From an optimization exercise on the open Yosys and OpenROAD flow, aimed at small area, a short achievable clock period and few clock cycles per item; shortcuts taken in it are not production practice. In this exercise RTL edits were held to simulation tests only and were not proved equivalent to the original.

Setup of the baseline:
==> flow/design.v (excerpt) <==
module linear_chirp_period_generator #(
  parameter int TIMER_CLOCK_HZ = 168000000,
  parameter int STEP_US        = 10
) (
  input  logic                          clk,
  input  logic                          rst_n,
  input  logic                          cfg_we,
  input  lcpg_pkg::cfg_idx_t            cfg_index,
  input  logic [lcpg_pkg::FREQ_W-1:0]   cfg_data,
  input  logic                          in_valid,
  output logic                          in_stall,
  input  logic                          in_restart,
  output logic                          out_valid,
  input  logic                          out_stall,
  output logic [lcpg_pkg::RELOAD_W-1:0] out_reload_value,
  output logic [lcpg_pkg::RELOAD_W-2:0] out_compare_value,
  output logic [lcpg_pkg::IDX_W-1:0]    out_step_number,
  output logic                          out_last_step
);
  localparam int NQ   = 16;
  localparam int CK_W = $clog2(TIMER_CLOCK_HZ + 1);
  localparam logic [CK_W-1:0] CK = CK_W'(TIMER_CLOCK_HZ);
  localparam logic [NQ-1:0] CUT_K = 16'h2AAA;
  ...
Size in the first run: about 4100 cells after synthesis, about 610 flip-flops, ~78 I/O pins, about 0.038 mm² of cells after synthesis.
make LEC_CHECK=0 CAP_MARGIN=20 CORE_MARGIN=2 CORE_UTILIZATION=40 SETUP_SLACK_MARGIN=3.5 SLEW_MARGIN=20 finish   # period 7.0 ns
run.sh (not shown) runs the stock make flow with config.mk's settings and CLKGATE_MAP_FILE= SYNTH_SCRIPT=/design/flow/synth_recipe.tcl, a recipe that flattens the netlist after the stock synthesis.
Testbench counts of the baseline, summed over its fixed seeds: cycles 4,352, items 2,688.
Inputs modified between the baseline and the candidate:
--- a/flow/design.v
+++ b/flow/design.v
@@ -127,24 +127,24 @@
   output logic                          out_valid,
   input  logic                          out_stall,
   output logic [lcpg_pkg::RELOAD_W-1:0] out_reload_value,
   output logic [lcpg_pkg::RELOAD_W-2:0] out_compare_value,
   output logic [lcpg_pkg::IDX_W-1:0]    out_step_number,
   output logic                          out_last_step
 );
   localparam int NQ   = 16;
   localparam int CK_W = $clog2(TIMER_CLOCK_HZ + 1);
   localparam logic [CK_W-1:0] CK = CK_W'(TIMER_CLOCK_HZ);
   localparam logic [NQ-1:0] CUT_K = 16'h2AAA;
-  localparam int SB   = 1;
-  localparam int SQ   = 13;
+  localparam int SB   = 2;
+  localparam int SQ   = 14;
   localparam int SU_N = (SQ + SB - 1) / SB;
   localparam int G_W  = DUR_W;
   localparam int C_LOAD = 1;
   localparam int C_DIV0 = 2;
   localparam int C_FIN  = C_DIV0 + SU_N;
   localparam logic [FREQ_W-1:0] FMIN = FREQ_W'(FREQ_MIN_HZ);
   localparam logic [FREQ_W-1:0] FMAX = FREQ_W'(FREQ_MAX_HZ);
   function automatic int rem_w(input int i);
     rem_w = FREQ_W;
     for (int b = FREQ_W; b >= 1; b--) begin
       if ((TIMER_CLOCK_HZ >> i) < (1 << b)) rem_w = b;
@@ -273,23 +273,23 @@
       z_r <= last_b;
       w_r <= 1'b0;
     end
   end
   always_ff @(posedge clk) begin
     if (su_busy_r) begin
       if (su_cnt_r == 5'(C_LOAD)) begin
         g_r     <= G_W'(diff_c >> SQ);
         delta_r <= IDX_W'(diff_c[SQ-1:0]);
         f_r     <= '0;
       end else if (su_cnt_r == 5'(C_FIN)) begin
-        f_r     <= lo_r + hz_acc;
+        f_r     <= lo_r + (f_r << SB) + hz_add;
         delta_r <= IDX_W'(delta_r[SQ-1:0]) * IDX_W'(STEP_US);
         g_r     <= g_fin[G_W-1:0];
       end else if (su_cnt_r != 5'd0) begin
         g_r     <= sd_r[SB];
         delta_r <= {delta_r[IDX_W-SB-1:0], sd_q};
         f_r     <= (su_cnt_r == 5'(C_DIV0)) ? '0 : hz_acc;
       end
     end else if (consume) begin
       f_r <= f_b + FREQ_W'(delta_r);
       g_r <= g_b - G_W'(STEP_US);
     end
Wire length of the first global-routing pass (the candidate / the baseline): 1.08
The candidate vs the baseline, destination of the critical timing path: g_r[1]$_DFFE_PP_ vs g_stage[11].g_reg.r_q[6]$_DFF_P_
Between the candidate and the baseline, it is the candidate whose number of buffers other than clock buffers in the final layout is lower, by 11.
The multi-input combinational area share reported for the candidate is greater than that of the baseline by 2.3 points.
Compared with the baseline, the candidate shows a higher internal cell power.
Between the baseline and the candidate, the number of signal-net inverters in the final layout is higher for the candidate.
Testbench counts of the candidate, summed over its fixed seeds: cycles 3,968, items 2,688.

afterwards: timing with drivers on the ports:
No port has a modelled driver above. Below, the same layouts with a new extraction and two added sets of constraints. Step 1 sets driving cells, clkbuf_16 on the clock port and buf_2 on the other inputs (assumed; they add their load-dependent delay and slew). Step 2, shift: input delay + t, output delay - t, t = (earliest + latest rising clock arrival at the registers) / 2. This alone moves slack from input paths to output paths. a / b / c = no drivers / after step 1 / after step 2; a / b = the first two.
| run | shift t [ns] | slack for setup (ns) | worst slew at a driven data input, ns | pins driven straight from the clock port |
|---|---|---|---|---|
| the baseline | 0.694 | 1.716 / 1.716 / 1.716 | 0.04 | 1 |
| the candidate | 0.704 | 1.650 / 1.650 / 1.650 | 0.05 | 1 |
After both steps setup and hold are still met in every run listed.
